Background: an optimization exercise with open tools, aiming at small area, a short achievable clock period and few clock cycles per item. Do not read the settings as production practice. At most, simulation tests tie the RTL to the original design; equivalence was not proved. The RTL of runs 2 to 5 was laid out without a check of its function. Power is estimated from default activity; no workload was simulated.

===== flow/design.v =====
`timescale 1ns/1ns
`default_nettype none
package pkt_comm_pkg;
	typedef logic [7:0] pkt_type_t;
	typedef logic [15:0] pkt_id_t;
	typedef logic [23:0] pkt_len_t;    
	typedef logic [31:0] checksum_t;
	typedef logic [15:0] out_word_t;   
	localparam pkt_type_t PKT_COMM_VERSION = 8'd2;
	localparam pkt_type_t PKT_TYPE_WORD_LIST = 8'd1;
	localparam pkt_type_t PKT_TYPE_CMP_CONFIG = 8'd3;
	localparam int PKT_MAX_TYPE = 6;
	localparam pkt_type_t OUTPKT_TYPE_CMP_RESULT = 8'hD4;
	localparam pkt_type_t OUTPKT_TYPE_PROCESSING_DONE = 8'hD2;
	localparam int ERR_INPKT_CHECKSUM = 0;    
	localparam int ERR_INPKT_LEN = 1;         
	localparam int ERR_INPKT_TYPE = 2;        
	localparam int ERR_PKT_VERSION = 3;       
	localparam int ERR_CMP_CONFIG = 7;        
	localparam int ERR_CMP_UNCONFIGURED = 0;  
endpackage
`default_nettype wire
`timescale 1ns/1ns
`default_nettype none
package cmp_pkg;
	localparam int HASH_ADDR_BITS_MAX = 16;
	typedef logic [31:0] hash_t;
	typedef logic [31:0] word_num_t;
	typedef logic [HASH_ADDR_BITS_MAX-1:0] hash_num_t;
endpackage
`default_nettype wire
`timescale 1ns/1ns
`default_nettype none
module md5crypt_cmp (
	input wire PKT_COMM_CLK,
	input wire rst_n,
	input wire [7:0] din,                    
	output logic rd_en,
	input wire empty,
	output logic [15:0] dout,                
	output logic wr_en,
	input wire full,
	output logic [7:0] pkt_comm_status,
	output logic [7:0] app_status
);
	localparam logic [2:0] H0 = 3'd0;    
	localparam logic [2:0] H1 = 3'd1;    
	localparam logic [2:0] HC = 3'd2;    
	localparam logic [2:0] PY = 3'd3;    
	localparam logic [2:0] PC = 3'd4;    
	logic [1:0] ph;           
	logic [1:0] ln;           
	logic rdy;
	logic [2:0] st;
	logic e_ver, e_type, e_len, e_chk, e_cfg, e_unc;
	logic is_cfg;             
	logic [10:0] lenw;        
	logic lbad;               
	logic mism;               
	logic [31:0] sum;         
	logic cy;                 
	logic [9:0] ci;           
	logic [4:0] count;        
	logic cbad;
	logic wok;                
	logic last;               
	logic cfg_end;            
	logic [4:0] hc;           
	logic [31:0] tbl [16];    
	logic [15:0] mf;          
	logic fin;                
	logic hit;                
	logic done_pend;
	logic [7:0] d1;
	logic t_h0, t_h1, t_cs, t_py;
	logic busy;
	logic [3:0] cnt;          
	logic odone;
	logic [15:0] oid;
	logic [10:0] oval;
	logic [3:0] ohn;
	assign rd_en = rdy;
	wire take = rdy & ~empty;
	wire halt = e_ver | e_type | e_len | e_chk;
	wire l0 = ph == 2'd0;
	wire l1 = ph == 2'd1;
	wire l2 = ph == 2'd2;
	wire l3 = ph == 2'd3;
	wire m0 = ph == 2'd1;
	wire m1 = ph == 2'd2;
	wire m3 = ph == 2'd0;
	wire in_h0 = st == H0;
	wire in_h1 = st == H1;
	wire in_hc = st == HC;
	wire in_py = st == PY;
	wire in_pc = st == PC;
	wire in_cs = in_hc | in_pc;
	wire [10:0] ci_inc = {1'b0, ci} + 11'd1;
	wire byte_mm = (din ^ sum[7:0]) != 8'hFF;    
	wire ev = in_h0 & l0 & (din != 8'd2);
	wire et = in_h0 & l1 & (din != 8'd1) & (din != 8'd3);
	wire el = in_h1 & l2 & ((din != 8'd0) | lbad | (lenw == 11'd0) | (lenw[10] & (lenw[9:0] != 10'd0)));
	wire ec = in_cs & l3 & (mism | byte_mm);
	wire err_now = take & (ev | et | el | ec);
	wire pkt_end = take & in_pc & l3 & ~mism & ~byte_mm;
	logic [2:0] st_n;
	always_comb begin
		st_n = st;
		if (take & l3) begin
			case (st)
			H0: st_n = H1;
			H1: st_n = HC;
			HC: st_n = PY;
			PY: if (last) st_n = PC;
			default: st_n = H0;
			endcase
		end
	end
	wire [1:0] ln_n = ln + {1'b0, take};
	wire s1_cfg = t_py & is_cfg;
	wire s1_wl = t_py & ~is_cfg;
	wire cw = ci == 10'h3FF;                       
	wire ci_lt = (ci[9:5] == 5'd0) & (ci[4:0] < count);
	wire wr_ok = s1_cfg & wok;                     
	logic [15:0] eq, we, mask;
	always_comb begin
		for (int i = 0; i < 16; i++) begin
			eq[i] = tbl[i][31:24] == d1;
			we[i] = wr_ok & (ci[3:0] == 4'(i));
			mask[i] = 5'(i) < hc;
		end
	end
	always_ff @(posedge PKT_COMM_CLK) begin
		for (int i = 0; i < 16; i++)
			tbl[i] <= {tbl[i][7:0], we[i] ? d1 : tbl[i][31:24], tbl[i][23:8]};
	end
	wire s1_add = t_h0 | t_h1 | t_py;
	wire [7:0] aa = t_h0 ? 8'h00 : sum[31:24];
	wire [7:0] ap = aa ^ d1;
	wire [7:0] ag = aa & d1;
	logic [8:0] ac;
	logic [7:0] gg, gp;
	always_comb begin
		gg[0] = ag[0];
		gp[0] = ap[0];
		for (int i = 1; i < 8; i++) begin
			gg[i] = ag[i] | (ap[i] & gg[i-1]);
			gp[i] = ap[i] & gp[i-1];
		end
		ac[0] = ~m0 & cy;
		for (int i = 1; i < 9; i++)
			ac[i] = gg[i-1] | (gp[i-1] & ac[0]);
	end
	wire [8:0] add = {ac[8], ap ^ ac[7:0]};
	wire [7:0] sum_2 = s1_add ? add[7:0] : t_cs ? 8'h00 : sum[31:24];
	always_ff @(posedge PKT_COMM_CLK) begin
		sum <= {sum[7:0], sum_2, sum[23:8]};
		if (s1_add)
			cy <= add[8];
		if (take & in_cs)
			mism <= (~l0 & mism) | byte_mm;
	end
	wire hitpend = fin & hit;
	wire ofin = (cnt == 4'd11) & ~full;           
	wire ofree = ~busy | ofin;
	wire load_res = hitpend & ofree;
	wire pc3 = take & in_pc & l3 & ~is_cfg;
	wire load_now = pc3 & ofree & ~hitpend;        
	wire load_pend = done_pend & ofree & ~hitpend;
	logic [15:0] mf_n;
	always_comb begin
		if (s1_wl)
			mf_n = (m0 ? mask : mf) & eq;
		else if (load_res)
			mf_n = 16'd0;
		else
			mf_n = mf;
	end
	logic [3:0] hn;
	always_comb begin
		hn = 4'd0;
		for (int i = 15; i >= 0; i--)
			if (mf[i]) hn = 4'(i);
	end
	wire allow_b2 = ~done_pend & ~hitpend & (~busy | (cnt >= 4'd5) | ((cnt == 4'd4) & ~full));
	wire s2 = (|mf_n) & busy & ~ofin;
	wire nb_b2 = (st_n == H0) & (ln_n == 2'd2);
	wire nb_c0 = (st_n == PY) & (ln_n == 2'd0) & ~is_cfg;
	wire stall = (nb_b2 & ~allow_b2) | (nb_c0 & s2);
	always_ff @(posedge PKT_COMM_CLK or negedge rst_n) begin
		if (!rst_n) begin
			ph <= 2'd0;
			ln <= 2'd0;
			rdy <= 1'b1;
			st <= H0;
			e_ver <= 1'b0;
			e_type <= 1'b0;
			e_len <= 1'b0;
			e_chk <= 1'b0;
			e_cfg <= 1'b0;
			e_unc <= 1'b0;
			hc <= 5'd0;
			fin <= 1'b0;
			done_pend <= 1'b0;
			busy <= 1'b0;
			t_h0 <= 1'b0;
			t_h1 <= 1'b0;
			t_cs <= 1'b0;
			t_py <= 1'b0;
			cfg_end <= 1'b0;
		end else begin
			ph <= ph + 2'd1;
			ln <= ln_n;
			st <= st_n;
			rdy <= ~halt & ~err_now & ((ph + 2'd1) == ln_n) & ~stall;
			if (take & ev) e_ver <= 1'b1;
			if (take & et) e_type <= 1'b1;
			if (take & el) e_len <= 1'b1;
			if (take & ec) e_chk <= 1'b1;
			t_h0 <= take & in_h0;
			t_h1 <= take & in_h1;
			t_cs <= take & in_cs;
			t_py <= take & in_py;
			cfg_end <= pkt_end & is_cfg;
			if (s1_cfg & cw & m1 & (cbad | (d1 != 8'd0)))
				e_cfg <= 1'b1;                      
			if (s1_cfg & ~cw & m3 & ~ci_lt)
				e_cfg <= 1'b1;                      
			if (cfg_end) begin
				if (ci != {5'd0, count})
					e_cfg <= 1'b1;                  
				else if (!e_cfg)
					hc <= count;
			end
			if (s1_wl & m3) begin
				fin <= 1'b1;
				if (hc == 5'd0)
					e_unc <= 1'b1;
			end else if ((s1_wl & m0) | load_res)
				fin <= 1'b0;
			done_pend <= (done_pend & ~load_pend) | (pkt_end & ~is_cfg & ~load_now);
			if (load_res | load_pend)
				busy <= 1'b1;
			else if (load_now)
				busy <= pkt_end;
			else if (ofin)
				busy <= 1'b0;
		end
	end
	logic [9:0] ci_n;
	logic [4:0] count_n;
	logic cbad_n;
	always_comb begin
		ci_n = ci;
		if (take & in_hc)
			ci_n = 10'h3FF;
		else if (t_py & m3)
			ci_n = ci_inc[9:0];
		count_n = count;
		cbad_n = cbad;
		if (s1_cfg & cw & m0) begin
			count_n = d1[4:0];
			cbad_n = (d1 == 8'd0) | (d1 > 8'd16);
		end else if (s1_cfg & cw & m1)
			cbad_n = cbad | (d1 != 8'd0);
	end
	wire [10:0] psum = oval + {7'd0, ohn};
	logic [15:0] nxt;
	always_comb begin
		case (cnt)
		4'd0: nxt = oid;
		4'd1: nxt = 16'h0008;
		4'd3: nxt = odone ? 16'h2DF5 : 16'h2BF5;
		4'd4: nxt = ~oid;
		4'd5: nxt = {5'd0, oval};
		4'd7: nxt = {12'd0, ohn};
		4'd9: nxt = ~{5'd0, psum};
		4'd10: nxt = 16'hFFFF;
		default: nxt = 16'h0000;
		endcase
	end
	always_ff @(posedge PKT_COMM_CLK) begin
		d1 <= din;
		if (take & in_h0 & l1)
			is_cfg <= din[1];
		if (take & in_h0 & l2)
			oid[7:0] <= din;
		if (take & in_h0 & l3)
			oid[15:8] <= din;
		if (take & in_h1 & l0) begin
			lenw[5:0] <= din[7:2];
			lbad <= din[1:0] != 2'd0;
		end
		if (take & in_h1 & l1) begin
			lenw[10:6] <= din[4:0];
			lbad <= lbad | (din[7:5] != 3'd0);
		end
		ci <= ci_n;
		count <= count_n;
		cbad <= cbad_n;
		wok <= ~cbad_n & (ci_n[9:5] == 5'd0) & (ci_n[4:0] < count_n);
		last <= (ci + 10'd2) == lenw[9:0];
		mf <= mf_n;
		hit <= |mf_n;
		if (load_res) begin
			odone <= 1'b0;
			oval <= {1'b0, ci};
			ohn <= hn;
			cnt <= 4'd0;
			dout <= 16'hD402;
		end else if (load_now | load_pend) begin
			odone <= 1'b1;
			oval <= ci_inc;
			ohn <= 4'd0;
			cnt <= 4'd0;
			dout <= 16'hD202;
		end else if (busy & ~full) begin
			cnt <= cnt + 4'd1;
			dout <= nxt;
		end
	end
	assign wr_en = busy & ~full;
	assign pkt_comm_status = {e_cfg, 3'b000, e_ver, e_type, e_len, e_chk};
	assign app_status = {7'd0, e_unc};
endmodule
`default_nettype wire

===== flow/run.sh =====
#!/bin/bash
# synth_recipe.tcl (not shown) runs the flow's synth.tcl, then flattens the netlist and writes it again
# the make line also repeats each setting of config.mk as NAME=value (left out here)
make -C /OpenROAD-flow-scripts/flow DESIGN_CONFIG=/design/flow/config.mk WORK_HOME=/design/flow/orfs CLKGATE_MAP_FILE= SYNTH_SCRIPT=/design/flow/synth_recipe.tcl finish

===== flow/config.mk =====
export PLATFORM = sky130hd
export DESIGN_NAME = md5crypt_cmp
export DESIGN_NICKNAME = md5crypt_cmp
export VERILOG_FILES = /design/flow/design.v
export SDC_FILE = /design/flow/constraint.sdc
export NUM_CORES = 4
export LEC_CHECK = 0
export CAP_MARGIN = 20
export CORE_MARGIN = 2
export CORE_UTILIZATION = 45
export CTS_CLUSTER_DIAMETER = 80
export CTS_CLUSTER_SIZE = 30
export SETUP_SLACK_MARGIN = 2.7
export SLEW_MARGIN = 20

===== flow/constraint.sdc =====
create_clock -name core_clock -period 5.0 [get_ports {PKT_COMM_CLK}]
set_input_delay 1.0000 -clock core_clock [delete_from_list [all_inputs] [get_ports {PKT_COMM_CLK}]]
set_output_delay 1.0000 -clock core_clock [all_outputs]
set_load 0.01 [all_outputs]

==> notes.md, run 1 <==
* Initial drt markers at 955
* Synth unique cells at 80
* Drt via density at 5.05
* GRT Overall Usage at 18.6%
* Synthesized area at 21,600 µm²
* RSZ-0062 raised after global routing: yes
* Drt first pass iters at 5
* CTS buffer count at 29
* Crit path largest cell delay at 170 ps
* Setup-failing EPs final at 0
* Clk slew on worst S/H paths at 110 ps
* Worst-margin pin slew at 1070 ps
* Initial core utilization at 45.4%
* Switching Fraction at 25.9%
* PD cells at 403 nW/µm²
* Placed Area at 22,500 µm²
* # IOs at 46
* Post-synthesis sequential area ratio at 65.9%
* Slew HR at 28.1%
* Combinational Power Share at 13.0%
* Yosys warning count at 2
* Hold buffer count at CTS at 0
* Post-route ant nets at 0
* H-tree levels at 1
* Commonest cells post-synth: dfxtp_1, mux2_2, xor2_1, xnor2_1, nand2_1
* Pleak at 10.1 nW
* Post-Route WL at 47,100 µm
* Worst Hold Class: reg -> reg
* Largest net degree at the start of global routing at 36
* Worst EP required at 4000 ps
* Crit-path max FO at 3
* Share of layout cells above drive strength 1 at 23.5%
* Initial antenna violation count at 0
* Critical path, cell by cell: buf_2, nand2b_4, inv_8, buf_6
* Cell taking the most area after synthesis: dfxtp_1
* DRC violations left at 0
* Core Area at 47,500 µm²
* Post-route setup TNS at 0 ps
* Die X at 223 µm
* Vias in the first global route at 11,900
* Status: complete, no violations
* Die Y-Extent at 223 µm
* Flops & latches, synth at 681
* Clock Latency Late Sink at 620 ps
* Wire per inst at 19.2 µm
* DR vias at 12,400
* NumNets Final at 1,871
* Slowest cell on crit path: nand2b_4
* WS Path Type: in -> out
* Max Clk Rate at 0.408 GHz
* CTS Buffer Depth at 3
* Hold WS at 325 ps
* Dominant synthesized flop cell: dfxtp_1
* Gp weighted congestion at 0.862
* Synth area leaders: dfxtp_1, mux2_2, edfxtp_1, xor2_1, xnor2_1
* Max-cap violations at 0
* Number of synthesized flops with an enable pin at 45
* Core Util, Final at 52.4%
* CP startpoint kind: primary input
* Diode count at 0
* Number of fill cells in the layout at 4,058
* Mapped Avg Cell Area at 12.6 µm²
* Clk sinks at 681
* Clock power frac at 28.2%
* Critical Path End Type: primary output
* Final Hold Viols at 0
* CTS tree: built
* Root buffer cell: clkbuf_16
* Period utilisation layout at 49.0%
* Area Growth Syn to Fin at 15.5%
* Maximum VDD drop at 345 µV
* CP bufs+invs at 3
* Crit-path leading delay family: buffers and inverters
* Cells after Synth at 1,714
* First-pass GRT wire length at 71,000 µm
* Pint at 0.00744 W
* IO buf count at 35
* Post-route minimum period at 2450 ps
* Sequential Power Share at 58.8%
* Design Power at 0.0100 W
* Critical Path AT at 1450 ps
* Most frequent cell after synthesis: dfxtp_1
* Switch Pwr at 0.00261 W
* Post-route cell area at 24,900 µm²
* Max Transition Viols Final at 0
* Die area at 49,700 µm²
* Row count at 80
* HPWL after detailed placement at 29,000 µm
* Synth top area share at 56.5%
* Async SR Flop Fraction at 3.96%
* Clock skew at 25.0 ps
* GR Overflow Total at 0
-- through the flow --
step / cells / worst slack [ps]
2_1_floorplan: 1723 / 2510
5_1_grt: 2450 / 2540
4_1_cts: 2410 / 2440
3_5_place_dp: 2298 / 1450
3_3_place_gp: 2298 / 1500
6_report: 2450 / 2550
-- cell usage in the layout, fill, tap and decap left out, types with 17 or more instances in the layout --
cell,Yosys,final
mux2_2,127,127
dlygate4sd2_1,0,23
nor4_1,27,17
dfrtp_1,26,19
inv_1,36,31
clkbuf_16,0,30
nor3_1,40,36
nor2_1,82,65
a21oi_1,46,40
buf_4,18,92
nand3_1,25,23
edfxtp_1,45,45
dfxtp_1,609,586
xnor2_1,88,88
ha_1,36,27
o21ai_0,51,40
nand2_1,84,79
xor2_1,110,109
dfxtp_4,0,18
-- state kept, by name (all words and copies together), names as in the netlist, 8 cells and up --
signal	flops
tbl	512
dout	16
sum	32
ci	10
mf	16
d1	8
oid	16
lenw	11
oval	11
-- cell families after synthesis --
group | count (synthesis) | synth area share, %
other cells | 1 | 0.0174
buf+inv | 130 | 3.00
xor+xnor | 198 | 8.04
fa+ha+maj | 38 | 2.27
simple gates | 342 | 8.03
flops | 681 | 65.9
compound gates | 190 | 5.74
mux | 134 | 7.01
-- power by group through the flow --
stage                     Sequential (W)  Combinational [W]  Clock, W
after floorplan                  0.00596           0.000795         0
after global placement           0.00604            0.00113         0
after detailed placement         0.00603            0.00114         0
after CTS                        0.00590            0.00120   0.00292
after global routing             0.00593            0.00141   0.00311
final                            0.00591            0.00131   0.00284
-- final timing paths --
| kind | startpoint | to | slack [ps] | depth (start not counted) |
|---|---|---|---|---|
| max | full | wr_en | 2550 | 4 |
| min | tbl[2][18] | tbl[2][10] | 330 | 0 |
| max reg2reg | t_h0 | cy | 2640 | 8 |
| min reg2reg | tbl[2][18] | tbl[2][10] | 330 | 0 |
| max in group asynchronous | rst_n | rdy | 3880 | 2 |
| min in group asynchronous | rst_n | e_ver | 790 | 2 |
-- timing repair --
| item | CTS | global route |
|---|---|---|
| pin swaps | 21 | 37 |
| resized for setup | 157 | 71 |
| setup endpoints to repair | 215 | 53 |
| hold endpoints to repair | 0 | 0 |
| gates cloned | 2 | 1 |
| buffers inserted | 65 | 39 |
-- layout make-up --
| type | instances | area (µm²) | share of cell area, % |
|---|---|---|---|
| flip-flops and latches | 681 | 14300 | 57.4 |
| multi-input cells | 912 | 7300 | 29.3 |
| repair buffers | 158 | 1480 | 5.94 |
| well taps | 615 | 769 | 3.09 |
| clock buffers | 35 | 768 | 3.08 |
| inverters | 37 | 168 | 0.673 |
| clock inverters | 10 | 119 | 0.477 |
| repair inverters | 2 | 12.5 | 0.0502 |
-- routing by layer --
layer / up-vias / track usage [%] / wire (µm)
met5: - / 0 / 0
met4: 0 / 6.47 / 1590
met3: 71 / 2.23 / 1980
met2: 273 / 29.9 / 21400
met1: 6037 / 26.0 / 22200
li1: 5992 / - / -
Testbench counts, summed over its fixed seeds: cycles 37,298, items 8,714.
==> run 2: changes to the inputs <==
--- a/flow/design.v
+++ b/flow/design.v
@@ -49,7 +49,7 @@
 	localparam logic [2:0] PY = 3'd3;    
 	localparam logic [2:0] PC = 3'd4;    
 	logic [1:0] ph;           
-	logic [1:0] ln;           
+	logic [1:0] q;            
 	logic rdy;
 	logic [2:0] st;
 	logic e_ver, e_type, e_len, e_chk, e_cfg, e_unc;
@@ -116,11 +116,9 @@
 			endcase
 		end
 	end
-	wire [1:0] ln_n = ln + {1'b0, take};
 	wire s1_cfg = t_py & is_cfg;
 	wire s1_wl = t_py & ~is_cfg;
 	wire cw = ci == 10'h3FF;                       
-	wire ci_lt = (ci[9:5] == 5'd0) & (ci[4:0] < count);
 	wire wr_ok = s1_cfg & wok;                     
 	logic [15:0] eq, we, mask;
 	always_comb begin
@@ -184,14 +182,16 @@
 	end
 	wire allow_b2 = ~done_pend & ~hitpend & (~busy | (cnt >= 4'd5) | ((cnt == 4'd4) & ~full));
 	wire s2 = (|mf_n) & busy & ~ofin;
-	wire nb_b2 = (st_n == H0) & (ln_n == 2'd2);
-	wire nb_c0 = (st_n == PY) & (ln_n == 2'd0) & ~is_cfg;
-	wire stall = (nb_b2 & ~allow_b2) | (nb_c0 & s2);
+	wire b2_stall = in_h0 & l1 & ~allow_b2;
+	wire c0_take = l3 & ~is_cfg & (in_hc | (in_py & ~last));
+	wire c0_wait = l3 & ~is_cfg & in_py;
+	wire rdy_take = ~err_now & ~b2_stall & ~(c0_take & s2);
+	wire rdy_wait = (q == 2'd1) & ~b2_stall & ~(c0_wait & s2);
 	always_ff @(posedge PKT_COMM_CLK or negedge rst_n) begin
 		if (!rst_n) begin
-			ph <= 2'd0;
-			ln <= 2'd0;
-			rdy <= 1'b1;
+			ph <= 2'd3;
+			q <= 2'd1;
+			rdy <= 1'b0;
 			st <= H0;
 			e_ver <= 1'b0;
 			e_type <= 1'b0;
@@ -210,9 +210,9 @@
 			cfg_end <= 1'b0;
 		end else begin
 			ph <= ph + 2'd1;
-			ln <= ln_n;
+			q <= take ? 2'd0 : q - 2'd1;
 			st <= st_n;
-			rdy <= ~halt & ~err_now & ((ph + 2'd1) == ln_n) & ~stall;
+			rdy <= ~halt & (take ? rdy_take : rdy_wait);
 			if (take & ev) e_ver <= 1'b1;
 			if (take & et) e_type <= 1'b1;
 			if (take & el) e_len <= 1'b1;
@@ -224,7 +224,7 @@
 			cfg_end <= pkt_end & is_cfg;
 			if (s1_cfg & cw & m1 & (cbad | (d1 != 8'd0)))
 				e_cfg <= 1'b1;                      
-			if (s1_cfg & ~cw & m3 & ~ci_lt)
+			if (s1_cfg & ~cw & m3 & ~wok)
 				e_cfg <= 1'b1;                      
 			if (cfg_end) begin
 				if (ci != {5'd0, count})
@@ -298,7 +298,10 @@
 		ci <= ci_n;
 		count <= count_n;
 		cbad <= cbad_n;
-		wok <= ~cbad_n & (ci_n[9:5] == 5'd0) & (ci_n[4:0] < count_n);
+		if (take & in_hc)
+			wok <= 1'b0;
+		else if (t_py & m3)
+			wok <= cw ? ~cbad_n : wok & (ci_inc[4:0] != count);
 		last <= (ci + 10'd2) == lenw[9:0];
 		mf <= mf_n;
 		hit <= |mf_n;
==> notes.md, run 2 <==
* Critical path, cell by cell: ha_4, nor3b_4, buf_6, a2111oi_2, a22o_1, or4_1, or4_4, or4b_1 (was buf_2, nand2b_4, inv_8, buf_6)
* Cell taking the most area after synthesis: dfxtp_1 (unchanged)
* DR vias at 12,200 (was 12,400)
* Maximum VDD drop at 247 µV (was 345 µV)
* Most frequent cells in the layout: dfxtp_1, mux2_2, xnor2_1, xor2_1, nand2_1 (was dfxtp_1, mux2_2, xor2_1, buf_4, xnor2_1)
* Area Growth Syn to Fin at 12.8% (was 15.5%)
* HPWL after detailed placement at 29,300 µm (was 29,000 µm)
* Post-route cell area at 24,200 µm² (was 24,900 µm²)
* Critical Path AT at 3420 ps (was 1450 ps)
* Mapped Avg Cell Area at 12.6 µm² (about the same)
* Diode count at 0 (unchanged)
* Worst setup endpoint: hit (was wr_en)
* Flops & latches, synth at 681 (unchanged)
* Gp weighted congestion at 0.900 (was 0.862)
* Crit. path cell count at 8 (was 4)
* GRT Overall Usage at 18.1% (was 18.6%)
* Wire per inst at 19.1 µm (was 19.2 µm)
* Setup-failing EPs final at 0 (unchanged)
* Clk sinks at 681 (unchanged)
* Clock power frac at 28.6% (was 28.2%)
* Post-route setup TNS at 0 ps (unchanged)
* Die area at 49,500 µm² (was 49,700 µm²)
* Initial core utilization at 45.2% (was 45.4%)
* Core Util, Final at 51.1% (was 52.4%)
* Core Area at 47,400 µm² (was 47,500 µm²)
* Drt first pass iters at 5 (unchanged)
* Commonest cells post-synth: dfxtp_1, mux2_2, xnor2_1, xor2_1, nand2_1 (was dfxtp_1, mux2_2, xor2_1, xnor2_1, nand2_1)
* Worst EP required at 5490 ps (was 4000 ps)
* Largest register by flop count: tbl (unchanged)
* # IOs at 46 (unchanged)
* Worst-margin pin slew at 724 ps (was 1070 ps)
* Max Transition Viols Final at 0 (unchanged)
* IO buf count at 35 (unchanged)
* Pint at 0.00753 W (was 0.00744 W)
* Crit-path max FO at 5 (was 3)
* Root buffer cell: clkbuf_16 (unchanged)
* Worst Hold Class: reg -> reg (unchanged)
* CP bufs+invs at 1 (was 3)
* Top flop regs: tbl (512), sum (32) (unchanged)
* Status: complete, no violations (unchanged)
* Vias in the first global route at 11,800 (was 11,900)
* CP startpoint kind: register (was primary input)
* Reg2Reg Depth at 8 (unchanged)
* Synth top area share at 56.3% (was 56.5%)
* Dominant synthesized flop cell: dfxtp_1 (unchanged)
* CTS buffer count at 29 (unchanged)
* WS Path Type: reg -> reg (was in -> out)
* Clock Latency Late Sink at 620 ps (about the same)
* Max-cap violations at 0 (unchanged)
* Crit path largest cell delay at 560 ps (was 170 ps)
* Critical Path End Type: register (was primary output)
* Worst Setup SP: ph[0] (was full)
* Switch Pwr at 0.00263 W (was 0.00261 W)
* R2r startpoint: ph[0] (was t_h0)
* PD cells at 420 nW/µm² (was 403 nW/µm²)
* DRC violations left at 0 (unchanged)
* Die Y-Extent at 222 µm (was 223 µm)
* CTS Buffer Depth at 3 (unchanged)
* Hold buffer count at CTS at 0 (unchanged)
* Slew HR at 51.3% (was 28.1%)
* Max reg flops at 512 (unchanged)
* Switching Fraction at 25.9% (about the same)
* Slowest cell on crit path: dfstp_2 (was nand2b_4)
* Final Hold Viols at 0 (unchanged)
* Async SR Flop Fraction at 3.96% (unchanged)
* Post-route minimum period at 2930 ps (was 2450 ps)
* Post-synthesis sequential area ratio at 66.5% (was 65.9%)
* Synthesized area at 21,500 µm² (was 21,600 µm²)
* Combinational Power Share at 12.5% (was 13.0%)
* GR Overflow Total at 0 (unchanged)
* Post-route ant nets at 0 (unchanged)
* Drt via density at 5.09 (was 5.05)
* Synth unique cells at 71 (was 80)
* Placed Area at 22,400 µm² (was 22,500 µm²)
* Clock skew at 31.2 ps (was 25.0 ps)
* Sequential Power Share at 58.9% (was 58.8%)
* CTS tree: built (unchanged)
* NumNets Final at 1,809 (was 1,871)
* Most common cell after layout, fill and taps aside: dfxtp_1 (unchanged)
* Die X at 222 µm (was 223 µm)
* Crit-path leading delay family: simple AND/OR/NAND/NOR gates (was buffers and inverters)
* Row count at 80 (unchanged)
* Yosys warning count at 2 (unchanged)
* Most frequent cell after synthesis: dfxtp_1 (unchanged)
* H-tree levels at 1 (unchanged)
* Max Clk Rate at 0.342 GHz (was 0.408 GHz)
* First-pass GRT wire length at 70,100 µm (was 71,000 µm)
* Hold WS at 319 ps (was 325 ps)
* R2R Path End: hit (was cy)
* Clk slew on worst S/H paths at 110 ps (about the same)
* Pleak at 9.57 nW (was 10.1 nW)
* Period utilisation layout at 58.5% (was 49.0%)
* Post-Route WL at 45,800 µm (was 47,100 µm)
* Number of synthesized flops with an enable pin at 50 (was 45)
* Largest net degree at the start of global routing at 32 (was 36)
* RSZ-0062 raised after global routing: yes (unchanged)
* Initial antenna violation count at 1 (was 0)
* Cells after Synth at 1,703 (was 1,714)
* Synth area leaders: dfxtp_1, edfxtp_1, mux2_2, xnor2_1, xor2_1 (was dfxtp_1, mux2_2, edfxtp_1, xor2_1, xnor2_1)
* Share of layout cells above drive strength 1 at 19.6% (was 23.5%)
* Worst R2R Setup Slack at 2070 ps (was 2640 ps)
* Initial drt markers at 816 (was 955)
-- run 2: power groups by stage --
stage / registers [W] / logic, W / clock network, W
global route: 0.00602 / 0.00140 / 0.00317
floorplan: 0.00604 / 0.000803 / 0
global placement: 0.00611 / 0.00115 / 0
detailed placement: 0.00612 / 0.00117 / 0
CTS: 0.00599 / 0.00123 / 0.00299
finish: 0.00599 / 0.00127 / 0.00291
-- run 2: layer usage --
metal | up-vias | GRT usage (%) | part of all wire, %
met3 | 61 | 2.29 | 3.8
met5 | - | 0 | 0
met2 | 248 | 29.7 | 46
li1 | 5904 | - | -
met4 | 0 | 5.50 | 2.6
met1 | 5989 | 25.2 | 48
-- run 2: through the flow --
| stage | cells | total power [W] | setup slack, ps |
|---|---|---|---|
| global placement | 2294 | 0.00727 | 979 |
| global route | 2395 | 0.0106 | 2020 |
| detailed placement | 2294 | 0.00729 | 948 |
| floorplan | 1712 | 0.00684 | 1850 |
| finish | 2395 | 0.0102 | 2070 |
| CTS | 2373 | 0.0102 | 2100 |
-- run 2: final cells by class --
class | count | area (µm²)
Multi-Input combinational cell | 913 | 7060
Fill cell | 4153 | 23200
Clock buffer | 31 | 733
Tap cell | 615 | 769
Timing Repair inverter | 1 | 6.26
Inverter | 30 | 124
Clock inverter | 11 | 179
Sequential cell | 681 | 14300
Timing Repair Buffer | 113 | 1030
-- run 2: kinds of logic after synthesis --
kind of cell	after synthesis	synth area share, %
AOI/OAI and AO/OA	190	5.87
xor gates and xnor gates	193	7.87
adders and majority gates	28	1.70
buffers and inverters	118	2.48
DFF	681	66.5
muxes	134	7.01
other	1	0.0175
and+or+nand+nor	358	8.57
-- run 2: worst min path at each step --
stage                     slack [ps]        start  cells past startpoint     endpoint
after floorplan                  310       sum[8]                      0       sum[0]
after global placement           310    tbl[9][2]                      0   tbl[9][26]
after detailed placement         310   tbl[0][18]                      0   tbl[0][10]
after CTS                        320   tbl[11][8]                      0   tbl[11][0]
after global routing             320  tbl[12][12]                      0   tbl[12][4]
final                            320   tbl[12][3]                      0  tbl[12][27]
-- run 2: worst reg2reg max path, stage by stage, from the launching register on --
cell       delay (ps)
dfstp_2           560
ha_4              200
nor3b_4           200
buf_6             150
a2111oi_2          70
a22o_1            210
or4_1             510
or4_4             440
or4b_1            470
-- run 2: what timing repair did --
item                                    CTS  global route
endpoints found under the hold margin     0             0
endpoints found under the setup margin  196           157
resized for setup                       144            35
pin swaps                                 9            14
buffers inserted                         35            22
cloned                                    2             0
==> run 3: changes to the inputs <==
--- a/flow/design.v
+++ b/flow/design.v
@@ -71,8 +71,6 @@
 	logic fin;                
 	logic hit;                
 	logic done_pend;
-	logic [7:0] d1;
-	logic t_h0, t_h1, t_cs, t_py;
 	logic busy;
 	logic [3:0] cnt;          
 	logic odone;
@@ -86,9 +84,6 @@
 	wire l1 = ph == 2'd1;
 	wire l2 = ph == 2'd2;
 	wire l3 = ph == 2'd3;
-	wire m0 = ph == 2'd1;
-	wire m1 = ph == 2'd2;
-	wire m3 = ph == 2'd0;
 	wire in_h0 = st == H0;
 	wire in_h1 = st == H1;
 	wire in_hc = st == HC;
@@ -116,26 +111,27 @@
 			endcase
 		end
 	end
-	wire s1_cfg = t_py & is_cfg;
-	wire s1_wl = t_py & ~is_cfg;
+	wire py_take = take & in_py;
+	wire s1_cfg = py_take & is_cfg;
+	wire s1_wl = py_take & ~is_cfg;
 	wire cw = ci == 10'h3FF;                       
 	wire wr_ok = s1_cfg & wok;                     
 	logic [15:0] eq, we, mask;
 	always_comb begin
 		for (int i = 0; i < 16; i++) begin
-			eq[i] = tbl[i][31:24] == d1;
+			eq[i] = tbl[i][7:0] == din;
 			we[i] = wr_ok & (ci[3:0] == 4'(i));
 			mask[i] = 5'(i) < hc;
 		end
 	end
 	always_ff @(posedge PKT_COMM_CLK) begin
 		for (int i = 0; i < 16; i++)
-			tbl[i] <= {tbl[i][7:0], we[i] ? d1 : tbl[i][31:24], tbl[i][23:8]};
+			tbl[i] <= {we[i] ? din : tbl[i][7:0], tbl[i][31:8]};
 	end
-	wire s1_add = t_h0 | t_h1 | t_py;
-	wire [7:0] aa = t_h0 ? 8'h00 : sum[31:24];
-	wire [7:0] ap = aa ^ d1;
-	wire [7:0] ag = aa & d1;
+	wire s1_add = take & ~in_cs;
+	wire [7:0] aa = in_h0 ? 8'h00 : sum[7:0];
+	wire [7:0] ap = aa ^ din;
+	wire [7:0] ag = aa & din;
 	logic [8:0] ac;
 	logic [7:0] gg, gp;
 	always_comb begin
@@ -145,14 +141,14 @@
 			gg[i] = ag[i] | (ap[i] & gg[i-1]);
 			gp[i] = ap[i] & gp[i-1];
 		end
-		ac[0] = ~m0 & cy;
+		ac[0] = ~l0 & cy;
 		for (int i = 1; i < 9; i++)
 			ac[i] = gg[i-1] | (gp[i-1] & ac[0]);
 	end
 	wire [8:0] add = {ac[8], ap ^ ac[7:0]};
-	wire [7:0] sum_2 = s1_add ? add[7:0] : t_cs ? 8'h00 : sum[31:24];
+	wire [7:0] sum_3 = s1_add ? add[7:0] : (take & in_cs) ? 8'h00 : sum[7:0];
 	always_ff @(posedge PKT_COMM_CLK) begin
-		sum <= {sum[7:0], sum_2, sum[23:8]};
+		sum <= {sum_3, sum[31:8]};
 		if (s1_add)
 			cy <= add[8];
 		if (take & in_cs)
@@ -168,7 +164,7 @@
 	logic [15:0] mf_n;
 	always_comb begin
 		if (s1_wl)
-			mf_n = (m0 ? mask : mf) & eq;
+			mf_n = (l0 ? mask : mf) & eq;
 		else if (load_res)
 			mf_n = 16'd0;
 		else
@@ -203,10 +199,6 @@
 			fin <= 1'b0;
 			done_pend <= 1'b0;
 			busy <= 1'b0;
-			t_h0 <= 1'b0;
-			t_h1 <= 1'b0;
-			t_cs <= 1'b0;
-			t_py <= 1'b0;
 			cfg_end <= 1'b0;
 		end else begin
 			ph <= ph + 2'd1;
@@ -217,14 +209,10 @@
 			if (take & et) e_type <= 1'b1;
 			if (take & el) e_len <= 1'b1;
 			if (take & ec) e_chk <= 1'b1;
-			t_h0 <= take & in_h0;
-			t_h1 <= take & in_h1;
-			t_cs <= take & in_cs;
-			t_py <= take & in_py;
 			cfg_end <= pkt_end & is_cfg;
-			if (s1_cfg & cw & m1 & (cbad | (d1 != 8'd0)))
+			if (s1_cfg & cw & l1 & (cbad | (din != 8'd0)))
 				e_cfg <= 1'b1;                      
-			if (s1_cfg & ~cw & m3 & ~wok)
+			if (s1_cfg & ~cw & l3 & ~wok)
 				e_cfg <= 1'b1;                      
 			if (cfg_end) begin
 				if (ci != {5'd0, count})
@@ -232,11 +220,11 @@
 				else if (!e_cfg)
 					hc <= count;
 			end
-			if (s1_wl & m3) begin
+			if (s1_wl & l3) begin
 				fin <= 1'b1;
 				if (hc == 5'd0)
 					e_unc <= 1'b1;
-			end else if ((s1_wl & m0) | load_res)
+			end else if ((s1_wl & l0) | load_res)
 				fin <= 1'b0;
 			done_pend <= (done_pend & ~load_pend) | (pkt_end & ~is_cfg & ~load_now);
 			if (load_res | load_pend)
@@ -254,15 +242,15 @@
 		ci_n = ci;
 		if (take & in_hc)
 			ci_n = 10'h3FF;
-		else if (t_py & m3)
+		else if (py_take & l3)
 			ci_n = ci_inc[9:0];
 		count_n = count;
 		cbad_n = cbad;
-		if (s1_cfg & cw & m0) begin
-			count_n = d1[4:0];
-			cbad_n = (d1 == 8'd0) | (d1 > 8'd16);
-		end else if (s1_cfg & cw & m1)
-			cbad_n = cbad | (d1 != 8'd0);
+		if (s1_cfg & cw & l0) begin
+			count_n = din[4:0];
+			cbad_n = (din == 8'd0) | (din > 8'd16);
+		end else if (s1_cfg & cw & l1)
+			cbad_n = cbad | (din != 8'd0);
 	end
 	wire [10:0] psum = oval + {7'd0, ohn};
 	logic [15:0] nxt;
@@ -280,7 +268,6 @@
 		endcase
 	end
 	always_ff @(posedge PKT_COMM_CLK) begin
-		d1 <= din;
 		if (take & in_h0 & l1)
 			is_cfg <= din[1];
 		if (take & in_h0 & l2)
@@ -300,7 +287,7 @@
 		cbad <= cbad_n;
 		if (take & in_hc)
 			wok <= 1'b0;
-		else if (t_py & m3)
+		else if (py_take & l3)
 			wok <= cw ? ~cbad_n : wok & (ci_inc[4:0] != count);
 		last <= (ci + 10'd2) == lenw[9:0];
 		mf <= mf_n;
==> notes.md, run 3 <==
* Status: complete, no violations (unchanged)
* GR Overflow Total at 0 (unchanged)
* Clock skew at 21.9 ps (was 31.2 ps)
* Initial drt markers at 675 (was 816)
* Clock Latency Late Sink at 630 ps (was 620 ps)
* Synth top area share at 56.1% (was 56.3%)
* Vias in the first global route at 11,900 (was 11,800)
* Cell taking the most area after synthesis: dfxtp_1 (unchanged)
* Die area at 49,000 µm² (was 49,500 µm²)
* Core Area at 46,700 µm² (was 47,400 µm²)
* Post-route cell area at 23,900 µm² (was 24,200 µm²)
* Synthesized area at 21,300 µm² (was 21,500 µm²)
* Setup-failing EPs final at 0 (unchanged)
* Initial antenna violation count at 0 (was 1)
* Post-Route WL at 44,400 µm (was 45,800 µm)
* Commonest cells post-synth: dfxtp_1, mux2_2, nand2_1, xor2_1, xnor2_1 (was dfxtp_1, mux2_2, xnor2_1, xor2_1, nand2_1)
* Maximum VDD drop at 308 µV (was 247 µV)
* Cells after Synth at 1,710 (was 1,703)
* CTS tree: built (unchanged)
* Most common cell after layout, fill and taps aside: dfxtp_1 (unchanged)
* GR Layer Usage met2 at 29.7% (about the same)
* Async SR Flop Fraction at 3.44% (was 3.96%)
* GR peak layer: met2 (unchanged)
* RSZ-0062 raised after global routing: yes (unchanged)
* Root buffer cell: clkbuf_16 (unchanged)
* DR vias at 12,000 (was 12,200)
* Core Util, Final at 51.2% (was 51.1%)
* Critical Path End Type: register (unchanged)
* Most frequent cell after synthesis: dfxtp_1 (unchanged)
* First-pass GRT wire length at 69,600 µm (was 70,100 µm)
* Flops & latches, synth at 669 (was 681)
* Critical Path AT at 3270 ps (was 3420 ps)
* Design Power at 0.0107 W (was 0.0102 W)
* Die Y-Extent at 221 µm (was 222 µm)
* Post-route ant nets at 0 (unchanged)
* Max-cap violations at 0 (unchanged)
* Pleak at 9.52 nW (was 9.57 nW)
* GRT Overall Usage at 18.0% (was 18.1%)
* Clk sinks at 669 (was 681)
* Synth unique cells at 86 (was 71)
* Post-route setup TNS at 0 ps (unchanged)
* Synth area leaders: dfxtp_1, edfxtp_1, mux2_2, xor2_1, xnor2_1 (was dfxtp_1, edfxtp_1, mux2_2, xnor2_1, xor2_1)
* Mapped Avg Cell Area at 12.4 µm² (was 12.6 µm²)
* Clk slew on worst S/H paths at 100 ps (was 110 ps)
* Most frequent cells in the layout: dfxtp_1, mux2_2, xor2_1, nand2_1, xnor2_1 (was dfxtp_1, mux2_2, xnor2_1, xor2_1, nand2_1)
* IO buf count at 35 (unchanged)
* PD cells at 447 nW/µm² (was 420 nW/µm²)
* Hold buffer count at CTS at 0 (unchanged)
* Yosys warning count at 2 (unchanged)
* CP startpoint kind: register (unchanged)
* Post-synthesis sequential area ratio at 65.9% (was 66.5%)
* Gp weighted congestion at 0.893 (was 0.900)
* Number of synthesized flops with an enable pin at 50 (unchanged)
* Wire per inst at 18.7 µm (was 19.1 µm)
* Drt first pass iters at 18 (was 5)
* Die X at 221 µm (was 222 µm)
* Dominant synthesized flop cell: dfxtp_1 (unchanged)
* CTS buffer count at 29 (unchanged)
* Worst Hold Class: reg -> reg (unchanged)
* Largest net degree at the start of global routing at 34 (was 32)
* Slew HR at 41.8% (was 51.3%)
* Diode count at 0 (unchanged)
* Met1 Usage GRT at 24.8% (was 25.2%)
* Top flop regs: tbl (512), sum (32) (unchanged)
* Worst-margin pin slew at 873 ps (was 724 ps)
* Drt via density at 5.05 (was 5.09)
* Number of fill cells in the layout at 4,047 (was 4,153)
* Initial core utilization at 45.6% (was 45.2%)
* Max Transition Viols Final at 0 (unchanged)
* Crit-path max FO at 5 (unchanged)
* Area Growth Syn to Fin at 12.3% (was 12.8%)
* Period utilisation layout at 54.9% (was 58.5%)
* Placed Area at 22,300 µm² (was 22,400 µm²)
* Largest register by flop count: tbl (unchanged)
* DRC violations left at 0 (unchanged)
* Final Hold Viols at 0 (unchanged)
* HPWL after detailed placement at 30,100 µm (was 29,300 µm)
* WS Path Type: reg -> reg (unchanged)
* Hold WS at 321 ps (was 319 ps)
* Max reg flops at 512 (unchanged)
* H-tree levels at 1 (unchanged)
* Row count at 79 (was 80)
* Share of layout cells above drive strength 1 at 19.3% (was 19.6%)
* Post-route minimum period at 2750 ps (was 2930 ps)
* Met3 Resource Use GR at 2.34% (was 2.29%)
* Max Clk Rate at 0.364 GHz (was 0.342 GHz)
* NumNets Final at 1,791 (was 1,809)
* Worst EP required at 5520 ps (was 5490 ps)
* # IOs at 46 (unchanged)
* CTS Buffer Depth at 3 (unchanged)
run 3: changes by cell type after synthesis, sizes merged, moves of 8 or more:
cell / before / now
clkbuf: 46 / 56
dfxtp: 604 / 596
a21oi: 25 / 42
nand2b: 24 / 14
mux2: 130 / 118
nand2: 80 / 103
xor2: 83 / 101
xnor2: 110 / 89
run 3: cell type report:
| cell class | instances | area (µm²) | area share [%] |
|---|---|---|---|
| sequential | 669 | 14000 | 58.7 |
| multi-input combinational | 919 | 7130 | 29.8 |
| timing repair buffer | 99 | 880 | 3.68 |
| clock buffer | 35 | 778 | 3.26 |
| tap | 607 | 759 | 3.18 |
| clock inverter | 11 | 169 | 0.707 |
| inverter | 33 | 143 | 0.597 |
run 3: report_power, final:
part           total, W  internal [W]  switching (W)
Sequential      0.00597       0.00571       0.000261
Clock           0.00292       0.00122        0.00170
Combinational   0.00180      0.000774        0.00102
Total            0.0107       0.00771        0.00298
run 3: worst paths after layout:
| path | startpoint | endpoint | slack (ps) | cells after the start |
|---|---|---|---|---|
| max in group asynchronous | rst_n | st[2] | 4250 | 1 |
| max | st[0] | sum[30] | 2250 | 10 |
| min in group asynchronous | rst_n | st[1] | 350 | 1 |
| max reg2reg | st[0] | sum[30] | 2250 | 10 |
| min reg2reg | tbl[4][15] | tbl[4][7] | 320 | 0 |
| min | tbl[4][15] | tbl[4][7] | 320 | 0 |
run 3: metrics by stage:
stage | setup WS (ps) | instances
floorplan | 2080 | 1719
global placement | 1360 | 2291
detailed placement | 1350 | 2291
CTS | 2200 | 2365
global route | 2140 | 2373
finish | 2250 | 2373
run 3: metal layers:
layer | up-vias | wire, µm | share of wire [%]
met1 | 5798 | 21300 | 48
li1 | 5889 | - | -
met3 | 71 | 1700 | 3.8
met4 | 0 | 1150 | 2.6
met2 | 234 | 20300 | 46
met5 | - | 0 | 0
run 3: kinds of logic (layout without fill, tap and decap cells):
group,after synthesis,count (layout),share of synthesized area (%)
AO/OA/AOI/OAI,207,207,6.43
XOR/XNOR,190,190,7.82
adder cells (fa/ha/maj),28,28,1.72
buffers and inverters,131,178,2.86
flip-flops,669,669,65.9
multiplexers,121,121,6.48
other,1,10,0.0176
AND/OR/NAND/NOR,363,363,8.80
run 3: worst max-delay path, stage by stage, from the launching register on:
cell,delay (ps)
dfrtp_2,420
or3_4,420
and2_4,170
ha_4,200
and3b_1,180
o21ai_2,150
a21oi_2,80
o31a_1,290
o21a_1,190
or3_1,300
a32o_1,250
run 3: timing repair:
item	in CTS	in global routing
buffers inserted	28	8
endpoints found under the setup margin	242	145
pin swaps	22	13
gates resized for setup	106	39
==> run 4: changes to the inputs <==
--- a/flow/design.v
+++ b/flow/design.v
@@ -51,6 +51,7 @@
 	logic [1:0] ph;           
 	logic [1:0] q;            
 	logic rdy;
+	logic nro;                
 	logic [2:0] st;
 	logic e_ver, e_type, e_len, e_chk, e_cfg, e_unc;
 	logic is_cfg;             
@@ -72,12 +73,13 @@
 	logic hit;                
 	logic done_pend;
 	logic busy;
+	logic nbo;                
 	logic [3:0] cnt;          
 	logic odone;
 	logic [15:0] oid;
 	logic [10:0] oval;
 	logic [3:0] ohn;
-	assign rd_en = rdy;
+	assign rd_en = ~nro;
 	wire take = rdy & ~empty;
 	wire halt = e_ver | e_type | e_len | e_chk;
 	wire l0 = ph == 2'd0;
@@ -161,6 +163,7 @@
 	wire pc3 = take & in_pc & l3 & ~is_cfg;
 	wire load_now = pc3 & ofree & ~hitpend;        
 	wire load_pend = done_pend & ofree & ~hitpend;
+	wire busy_n = load_res | load_pend | (load_now ? pkt_end : busy & ~ofin);
 	logic [15:0] mf_n;
 	always_comb begin
 		if (s1_wl)
@@ -183,11 +186,13 @@
 	wire c0_wait = l3 & ~is_cfg & in_py;
 	wire rdy_take = ~err_now & ~b2_stall & ~(c0_take & s2);
 	wire rdy_wait = (q == 2'd1) & ~b2_stall & ~(c0_wait & s2);
+	wire rdy_n = ~halt & (take ? rdy_take : rdy_wait);
 	always_ff @(posedge PKT_COMM_CLK or negedge rst_n) begin
 		if (!rst_n) begin
 			ph <= 2'd3;
 			q <= 2'd1;
 			rdy <= 1'b0;
+			nro <= 1'b1;
 			st <= H0;
 			e_ver <= 1'b0;
 			e_type <= 1'b0;
@@ -199,12 +204,14 @@
 			fin <= 1'b0;
 			done_pend <= 1'b0;
 			busy <= 1'b0;
+			nbo <= 1'b1;
 			cfg_end <= 1'b0;
 		end else begin
 			ph <= ph + 2'd1;
 			q <= take ? 2'd0 : q - 2'd1;
 			st <= st_n;
-			rdy <= ~halt & (take ? rdy_take : rdy_wait);
+			rdy <= rdy_n;
+			nro <= ~rdy_n;
 			if (take & ev) e_ver <= 1'b1;
 			if (take & et) e_type <= 1'b1;
 			if (take & el) e_len <= 1'b1;
@@ -227,12 +234,8 @@
 			end else if ((s1_wl & l0) | load_res)
 				fin <= 1'b0;
 			done_pend <= (done_pend & ~load_pend) | (pkt_end & ~is_cfg & ~load_now);
-			if (load_res | load_pend)
-				busy <= 1'b1;
-			else if (load_now)
-				busy <= pkt_end;
-			else if (ofin)
-				busy <= 1'b0;
+			busy <= busy_n;
+			nbo <= ~busy_n;
 		end
 	end
 	logic [9:0] ci_n;
@@ -309,7 +312,7 @@
 			dout <= nxt;
 		end
 	end
-	assign wr_en = busy & ~full;
+	assign wr_en = ~(nbo | full);
 	assign pkt_comm_status = {e_cfg, 3'b000, e_ver, e_type, e_len, e_chk};
 	assign app_status = {7'd0, e_unc};
 endmodule
--- a/flow/config.mk
+++ b/flow/config.mk
@@ -5,6 +5,7 @@
 export SDC_FILE = /design/flow/constraint.sdc
 export NUM_CORES = 4
 export LEC_CHECK = 0
+export ABC_CLOCK_PERIOD_IN_PS = 2400
 export CAP_MARGIN = 20
 export CORE_MARGIN = 2
 export CORE_UTILIZATION = 45
==> notes.md, run 4 <==
* Initial drt markers at 726 (was 675)
* Critical path, cell by cell: or3_4, and2_4, ha_4, and3b_1, o21ai_2, a21boi_2, o21ai_2, a21boi_2, o21a_1, or3_1, a32o_1 (was or3_4, and2_4, ha_4, and3b_1, o21ai_2, a21oi_2, o31a_1, o21a_1, or3_1, a32o_1)
* Crit-path max FO at 4 (was 5)
* Diode count at 0 (unchanged)
* GR Overflow Total at 0 (unchanged)
* Pleak at 10.1 nW (was 9.52 nW)
* Number of fill cells in the layout at 3,969 (was 4,047)
* CTS buffer count at 29 (unchanged)
* Commonest cells post-synth: dfxtp_1, xor2_1, mux2_2, nand2_1, nor2_1 (was dfxtp_1, mux2_2, nand2_1, xor2_1, xnor2_1)
* Worst hold path depth at 0 (unchanged)
* Area Growth Syn to Fin at 16.8% (was 12.3%)
* Critical Path End Type: register (unchanged)
* Pint at 0.00768 W (was 0.00771 W)
* Clk sinks at 671 (was 669)
* Slew HR at 42.6% (was 41.8%)
* Worst-margin pin slew at 858 ps (was 873 ps)
* Mapped Avg Cell Area at 12.5 µm² (was 12.4 µm²)
* Sequential Power Share at 55.7% (was 55.9%)
* PD cells at 431 nW/µm² (was 447 nW/µm²)
* Most frequent cells in the layout: dfxtp_1, xor2_1, mux2_4, nand2_1, buf_4 (was dfxtp_1, mux2_2, xor2_1, nand2_1, xnor2_1)
* Core Util, Final at 53.5% (was 51.2%)
* DRC violations left at 0 (unchanged)
* Synth top area share at 55.9% (was 56.1%)
* IO buf count at 35 (unchanged)
* Post-synthesis sequential area ratio at 65.9% (about the same)
* First-pass GRT wire length at 70,200 µm (was 69,600 µm)
* Number of synthesized flops with an enable pin at 50 (unchanged)
* Post-route setup TNS at 0 ps (unchanged)
* WS Path Type: reg -> reg (unchanged)
* CTS Buffer Depth at 3 (unchanged)
* DR vias at 12,100 (was 12,000)
* HPWL after detailed placement at 28,700 µm (was 30,100 µm)
* CP startpoint kind: register (unchanged)
* Die Y-Extent at 222 µm (was 221 µm)
* Vias in the first global route at 12,000 (was 11,900)
* Clock Latency Late Sink at 610 ps (was 630 ps)
* Crit path largest cell delay at 430 ps (was 420 ps)
* Initial core utilization at 45.8% (was 45.6%)
* Max Transition Viols Final at 0 (unchanged)
* Reg2Reg Depth at 11 (was 10)
* Maximum VDD drop at 319 µV (was 308 µV)
* Combinational Power Share at 18.4% (was 16.8%)
* Final Hold Viols at 0 (unchanged)
* Max-cap violations at 0 (unchanged)
* Die area at 49,200 µm² (was 49,000 µm²)
* Period utilisation layout at 55.0% (was 54.9%)
* Worst Hold Class: reg -> reg (unchanged)
* Post-Route WL at 45,100 µm (was 44,400 µm)
* Worst slack at placement at 1060 ps (was 1350 ps)
* NumNets Final at 1,838 (was 1,791)
* Cell taking the most area after synthesis: dfxtp_1 (unchanged)
* # IOs at 46 (unchanged)
* Cells after Synth at 1,705 (was 1,710)
* Status: complete, no violations (unchanged)
* Synth unique cells at 83 (was 86)
* Flops & latches, synth at 671 (was 669)
* Drt first pass iters at 5 (was 18)
* Largest register by flop count: tbl (unchanged)
* CTS tree: built (unchanged)
* Clk slew on worst S/H paths at 100 ps (about the same)
* Worst EP required at 5500 ps (was 5520 ps)
* RSZ-0062 raised after global routing: yes (unchanged)
* Critical Path AT at 3250 ps (was 3270 ps)
* Post-route minimum period at 2750 ps (about the same)
* Hold buffer count at CTS at 0 (unchanged)
* Worst R2R Setup Slack at 2250 ps (about the same)
* Largest net degree at the start of global routing at 32 (was 34)
* Most frequent cell after synthesis: dfxtp_1 (unchanged)
* Setup ws final at 2250 ps (about the same)
* Initial antenna violation count at 0 (unchanged)
* Slowest cell on crit path: dfrtp_2 (unchanged)
* Top flop regs: tbl (512), sum (32) (unchanged)
* Max Clk Rate at 0.364 GHz (about the same)
* H-tree levels at 1 (unchanged)
* Wire per inst at 18.7 µm (about the same)
* Synth area leaders: dfxtp_1, edfxtp_1, mux2_2, xor2_1, dfrtp_1 (was dfxtp_1, edfxtp_1, mux2_2, xor2_1, xnor2_1)
* Yosys warning count at 2 (unchanged)
* Async SR Flop Fraction at 3.73% (was 3.44%)
* Most common cell after layout, fill and taps aside: dfxtp_1 (unchanged)
* Drt via density at 5.02 (was 5.05)
* Row count at 79 (unchanged)
* Post-route ant nets at 0 (unchanged)
* Switch Pwr at 0.00307 W (was 0.00298 W)
* Synthesized area at 21,400 µm² (was 21,300 µm²)
* Core Area at 46,700 µm² (unchanged)
* Switching Fraction at 28.5% (was 27.9%)
* Gp weighted congestion at 0.874 (was 0.893)
* Clock power frac at 25.9% (was 27.3%)
* Die X at 222 µm (was 221 µm)
* GRT Overall Usage at 18.2% (was 18.0%)
* Setup-failing EPs final at 0 (unchanged)
* Clock skew at 25.1 ps (was 21.9 ps)
* Share of layout cells above drive strength 1 at 22.8% (was 19.3%)
* Max reg flops at 512 (unchanged)
* Root buffer cell: clkbuf_16 (unchanged)
* Dominant synthesized flop cell: dfxtp_1 (unchanged)
-- run 4: cell count changes in the layout (fill, tap and decap cells not counted), moves of 15 or more --
cell,delta
buf_4,+23
mux2_2,-100
mux2_4,+115
nor4_1,+15
xnor2_1,-43
xor2_1,+43
-- run 4: cell type report --
| class | count | area (µm²) | share of cell area [%] |
|---|---|---|---|
| Sequential cell | 671 | 14100 | 56.5 |
| Inverter | 36 | 143 | 0.572 |
| Clock buffer | 32 | 737 | 2.96 |
| Timing Repair Buffer | 143 | 1400 | 5.62 |
| Clock inverter | 11 | 136 | 0.547 |
| Tap cell | 607 | 759 | 3.05 |
| Multi-Input combinational cell | 916 | 7670 | 30.8 |
| Timing Repair inverter | 1 | 7.51 | 0.0301 |
-- run 4: path summary, 6_finish.rpt --
path | from | to
worst max-delay path | st[2] | sum[30]
worst min-delay path | tbl[13][29] | tbl[13][21]
worst max register to register | st[2] | sum[30]
worst min register to register | tbl[13][29] | tbl[13][21]
max in group asynchronous | rst_n | ph[1]
min in group asynchronous | rst_n | hc[2]
-- run 4: power groups by stage --
| stage | logic (W) | registers, W | clock network (W) |
|---|---|---|---|
| 2_1_floorplan | 0.00133 | 0.00598 | 0 |
| 3_3_place_gp | 0.00176 | 0.00609 | 0 |
| 3_5_place_dp | 0.00178 | 0.00610 | 0 |
| 4_1_cts | 0.00185 | 0.00597 | 0.00287 |
| 5_1_grt | 0.00216 | 0.00602 | 0.00305 |
| 6_report | 0.00198 | 0.00598 | 0.00279 |
-- run 4: repair_timing --
item | CTS | global route
gates cloned | 2 | 1
pin swaps | 42 | 27
endpoints found under the setup margin | 241 | 155
setup buffers | 57 | 17
resized for setup | 144 | 34
-- run 4: metrics by stage --
stage / area [µm²] / std cells / hold WS, ps / total power [W]
5_1_grt: 24900 / 2417 / 328 / 0.0112
3_5_place_dp: 22900 / 2297 / 312 / 0.00788
3_3_place_gp: 22900 / 2297 / 310 / 0.00785
4_1_cts: 24700 / 2399 / 329 / 0.0107
2_1_floorplan: 22100 / 1714 / 310 / 0.00731
6_report: 24900 / 2417 / 323 / 0.0107
-- run 4: worst max-delay path: cells and delay by family (launching register included) --
family          cells  cell delay, ps
simple gates        4            1070
flops               1             430
fa+ha+maj           1             200
compound gates      6             970
-- run 4: layer usage --
| metal | vias up | wire (µm) | track usage, % |
|---|---|---|---|
| met2 | 238 | 19800 | 28.8 |
| met5 | - | 0 | 0 |
| met4 | 0 | 1360 | 5.38 |
| met1 | 5880 | 22300 | 26.3 |
| li1 | 5932 | - | - |
| met3 | 72 | 1600 | 2.16 |
-- run 4: cell families (layout without fill, tap and decap cells) --
family / after synthesis / after routing / synth area share, %
buffers and inverters: 129 / 223 / 2.84
and+or+nand+nor: 366 / 368 / 8.92
other: 1 / 10 / 0.0176
DFF: 671 / 671 / 65.9
muxes: 134 / 134 / 7.06
AOI/OAI and AO/OA: 186 / 186 / 5.81
adders and majority gates: 28 / 28 / 1.71
xor gates and xnor gates: 190 / 190 / 7.79
==> run 5: changes to the inputs <==
--- a/flow/design.v
+++ b/flow/design.v
@@ -43,16 +43,16 @@
 	output logic [7:0] pkt_comm_status,
 	output logic [7:0] app_status
 );
-	localparam logic [2:0] H0 = 3'd0;    
-	localparam logic [2:0] H1 = 3'd1;    
-	localparam logic [2:0] HC = 3'd2;    
-	localparam logic [2:0] PY = 3'd3;    
-	localparam logic [2:0] PC = 3'd4;    
-	logic [1:0] ph;           
+	localparam int H0 = 0;    
+	localparam int H1 = 1;    
+	localparam int HC = 2;    
+	localparam int PY = 3;    
+	localparam int PC = 4;    
+	logic [3:0] ph;           
 	logic [1:0] q;            
 	logic rdy;
 	logic nro;                
-	logic [2:0] st;
+	logic [4:0] st;           
 	logic e_ver, e_type, e_len, e_chk, e_cfg, e_unc;
 	logic is_cfg;             
 	logic [10:0] lenw;        
@@ -82,15 +82,15 @@
 	assign rd_en = ~nro;
 	wire take = rdy & ~empty;
 	wire halt = e_ver | e_type | e_len | e_chk;
-	wire l0 = ph == 2'd0;
-	wire l1 = ph == 2'd1;
-	wire l2 = ph == 2'd2;
-	wire l3 = ph == 2'd3;
-	wire in_h0 = st == H0;
-	wire in_h1 = st == H1;
-	wire in_hc = st == HC;
-	wire in_py = st == PY;
-	wire in_pc = st == PC;
+	wire l0 = ph[0];
+	wire l1 = ph[1];
+	wire l2 = ph[2];
+	wire l3 = ph[3];
+	wire in_h0 = st[H0];
+	wire in_h1 = st[H1];
+	wire in_hc = st[HC];
+	wire in_py = st[PY];
+	wire in_pc = st[PC];
 	wire in_cs = in_hc | in_pc;
 	wire [10:0] ci_inc = {1'b0, ci} + 11'd1;
 	wire byte_mm = (din ^ sum[7:0]) != 8'hFF;    
@@ -100,19 +100,13 @@
 	wire ec = in_cs & l3 & (mism | byte_mm);
 	wire err_now = take & (ev | et | el | ec);
 	wire pkt_end = take & in_pc & l3 & ~mism & ~byte_mm;
-	logic [2:0] st_n;
-	always_comb begin
-		st_n = st;
-		if (take & l3) begin
-			case (st)
-			H0: st_n = H1;
-			H1: st_n = HC;
-			HC: st_n = PY;
-			PY: if (last) st_n = PC;
-			default: st_n = H0;
-			endcase
-		end
-	end
+	wire adv = take & l3;    
+	wire [4:0] st_n = {
+		(in_pc & ~adv) | (in_py & adv & last),
+		(in_py & ~(adv & last)) | (in_hc & adv),
+		(in_hc & ~adv) | (in_h1 & adv),
+		(in_h1 & ~adv) | (in_h0 & adv),
+		(in_h0 & ~adv) | (in_pc & adv)};
 	wire py_take = take & in_py;
 	wire s1_cfg = py_take & is_cfg;
 	wire s1_wl = py_take & ~is_cfg;
@@ -160,10 +154,10 @@
 	wire ofin = (cnt == 4'd11) & ~full;           
 	wire ofree = ~busy | ofin;
 	wire load_res = hitpend & ofree;
-	wire pc3 = take & in_pc & l3 & ~is_cfg;
-	wire load_now = pc3 & ofree & ~hitpend;        
+	wire done_now = ofree & ~hitpend & ~is_cfg;
+	wire load_now = rdy & in_pc & l3 & done_now;
 	wire load_pend = done_pend & ofree & ~hitpend;
-	wire busy_n = load_res | load_pend | (load_now ? pkt_end : busy & ~ofin);
+	wire busy_n = load_res | load_pend | (pkt_end & done_now) | (busy & ~ofin);
 	logic [15:0] mf_n;
 	always_comb begin
 		if (s1_wl)
@@ -189,11 +183,11 @@
 	wire rdy_n = ~halt & (take ? rdy_take : rdy_wait);
 	always_ff @(posedge PKT_COMM_CLK or negedge rst_n) begin
 		if (!rst_n) begin
-			ph <= 2'd3;
+			ph <= 4'b1000;
 			q <= 2'd1;
 			rdy <= 1'b0;
 			nro <= 1'b1;
-			st <= H0;
+			st <= 5'b00001;
 			e_ver <= 1'b0;
 			e_type <= 1'b0;
 			e_len <= 1'b0;
@@ -207,7 +201,7 @@
 			nbo <= 1'b1;
 			cfg_end <= 1'b0;
 		end else begin
-			ph <= ph + 2'd1;
+			ph <= {ph[2:0], ph[3]};
 			q <= take ? 2'd0 : q - 2'd1;
 			st <= st_n;
 			rdy <= rdy_n;
@@ -233,7 +227,7 @@
 					e_unc <= 1'b1;
 			end else if ((s1_wl & l0) | load_res)
 				fin <= 1'b0;
-			done_pend <= (done_pend & ~load_pend) | (pkt_end & ~is_cfg & ~load_now);
+			done_pend <= (done_pend & ~load_pend) | (pkt_end & ~is_cfg & ~done_now);
 			busy <= busy_n;
 			nbo <= ~busy_n;
 		end
--- a/flow/config.mk
+++ b/flow/config.mk
@@ -5,7 +5,6 @@
 export SDC_FILE = /design/flow/constraint.sdc
 export NUM_CORES = 4
 export LEC_CHECK = 0
-export ABC_CLOCK_PERIOD_IN_PS = 2400
 export CAP_MARGIN = 20
 export CORE_MARGIN = 2
 export CORE_UTILIZATION = 45
==> notes.md, run 5 <==
* Post-route ant nets at 0 (unchanged)
* Area Growth Syn to Fin at 15.5% (was 16.8%)
* Most frequent CP cell: buf_6
* Critical path, cell by cell: buf_2, and4bb_4, buf_6, buf_6, buf_4, o311ai_1, or4_4, nor4_4, a31o_1 (was or3_4, and2_4, ha_4, and3b_1, o21ai_2, a21boi_2, o21ai_2, a21boi_2, o21a_1, or3_1, a32o_1)
* Flops & latches, synth at 675 (was 671)
* Most frequent cells in the layout: dfxtp_1, mux2_2, xnor2_1, nand2_1, xor2_1 (was dfxtp_1, xor2_1, mux2_4, nand2_1, buf_4)
* Post-route minimum period at 2420 ps (was 2750 ps)
* Final Hold Viols at 0 (unchanged)
* Commonest cells post-synth: dfxtp_1, mux2_2, xnor2_1, nand2_1, xor2_1 (was dfxtp_1, xor2_1, mux2_2, nand2_1, nor2_1)
* Post-Route WL at 46,300 µm (was 45,100 µm)
* Synth unique cells at 83 (unchanged)
* # IOs at 46 (unchanged)
* Async SR Flop Fraction at 4.30% (was 3.73%)
* Crit-path leading delay family: simple AND/OR/NAND/NOR gates (unchanged)
* DR vias at 12,300 (was 12,100)
* Max Clk Rate at 0.414 GHz (was 0.364 GHz)
* Core Area at 46,700 µm² (unchanged)
* Yosys warning count at 2 (unchanged)
* CP startpoint kind: primary input (was register)
* Mapped Avg Cell Area at 12.6 µm² (was 12.5 µm²)
* Die X at 222 µm (about the same)
* Worst EP required at 5550 ps (was 5500 ps)
* Cells after Synth at 1,691 (was 1,705)
* Status: complete, no violations (unchanged)
* Share of layout cells above drive strength 1 at 22.0% (was 22.8%)
* NumNets Final at 1,805 (was 1,838)
* Combinational Power Share at 11.1% (was 18.4%)
* GRT Overall Usage at 18.4% (was 18.2%)
* Maximum VDD drop at 300 µV (was 319 µV)
* Critical Path End Type: register (unchanged)
* Drt via density at 5.15 (was 5.02)
* Top flop regs: tbl (512), sum (32) (unchanged)
* IO buf count at 35 (unchanged)
* GR Overflow Total at 0 (unchanged)
* Period utilisation layout at 48.3% (was 55.0%)
* Initial drt markers at 748 (was 726)
* First-pass GRT wire length at 70,800 µm (was 70,200 µm)
* Slew HR at 27.6% (was 42.6%)
* Initial core utilization at 45.7% (was 45.8%)
* Initial antenna violation count at 0 (unchanged)
* Gp weighted congestion at 0.833 (was 0.874)
* Switching Fraction at 24.8% (was 28.5%)
* Drt first pass iters at 17 (was 5)
* Sequential Power Share at 59.0% (was 55.7%)
* Most common cell after layout, fill and taps aside: dfxtp_1 (unchanged)
* CTS Buffer Depth at 3 (unchanged)
* Setup-failing EPs final at 0 (unchanged)
* Clock Latency Late Sink at 610 ps (about the same)
* Synth top area share at 56.0% (was 55.9%)
-- run 5: logic make-up after synthesis --
| group | Yosys count | share of synthesized area (%) |
|---|---|---|
| and+or+nand+nor | 351 | 8.63 |
| xor gates and xnor gates | 190 | 7.80 |
| muxes | 118 | 6.23 |
| buffers and inverters | 123 | 2.88 |
| DFF | 675 | 66.4 |
| adders and majority gates | 25 | 1.54 |
| other | 1 | 0.0176 |
| AOI/OAI and AO/OA | 208 | 6.48 |
-- run 5: routing by layer --
metal	wire [µm]	share of wire [%]	GRT usage (%)	up-vias
met2	21700	47	30.2	211
li1	-	-	-	5932
met5	0	0	0	-
met3	1600	3.5	2.28	50
met4	738	1.6	4.14	0
met1	22200	48	25.9	6103
-- run 5: cell type report --
class                           instances  area [µm²]
Inverter                               29         115
Timing Repair Buffer                  131        1490
Clock buffer                           32         758
Clock inverter                         11         138
Multi-Input combinational cell        902        7160
Tap cell                              607         759
Sequential cell                       675       14200
Fill cell                            3958       22000
-- run 5: timing repair --
action / in CTS / in global routing
pin swaps: 28 / 21
hold endpoints to repair: 0 / 0
endpoints found under the setup margin: 241 / 28
gates cloned: 6 / 2
hold buffers: 0 / 0
setup buffers: 43 / 22
gates resized for setup: 157 / 54
-- run 5: stage by stage --
stage / instance area, µm² / setup slack [ps] / power [W] / instances / util, %
global placement: 22400 / 1190 / 0.00663 / 2271 / 48.1
CTS: 24200 / 2610 / 0.00953 / 2363 / 52.0
global route: 24600 / 2540 / 0.00989 / 2387 / 52.8
detailed placement: 22400 / 1120 / 0.00664 / 2271 / 48.1
finish: 24600 / 2580 / 0.00951 / 2387 / 52.8
floorplan: 21800 / 2340 / 0.00632 / 1700 / -
-- run 5: worst reg2reg max path, delay by kind of cell (launching register included) --
kind                   cells  cell delay, ps
flip-flops                 1             430
buffers and inverters      3             360
AND/OR/NAND/NOR            3            1240
AO/OA/AOI/OAI              2             290
-- run 5: final timing paths --
path	startpoint	slack (ps)	end	depth (start not counted)
worst max register to register	is_cfg	2620	rdy	8
worst min register to register	tbl[5][19]	320	tbl[5][11]	0
max in group asynchronous	rst_n	3850	nro	2
worst min-delay path	tbl[5][19]	320	tbl[5][11]	0
worst max-delay path	empty	2580	rdy	9
min in group asynchronous	rst_n	800	fin	2
-- run 5: power by group through the flow --
| stage | Combinational, W | Clock (W) | Sequential (W) |
|---|---|---|---|
| 4_1_cts | 0.000990 | 0.00293 | 0.00561 |
| 2_1_floorplan | 0.000572 | 0 | 0.00574 |
| 5_1_grt | 0.00114 | 0.00312 | 0.00563 |
| 6_report | 0.00105 | 0.00284 | 0.00561 |
| 3_3_place_gp | 0.000910 | 0 | 0.00572 |
| 3_5_place_dp | 0.000917 | 0 | 0.00572 |

Check on run 5: ideal ports give 2.584 ns setup slack; a clkbuf_16 on the clock port and buf_2 on the inputs give 2.557 ns; moving port delays by the midpoint clock arrival (0.657 ns) as well gives 1.900 ns.
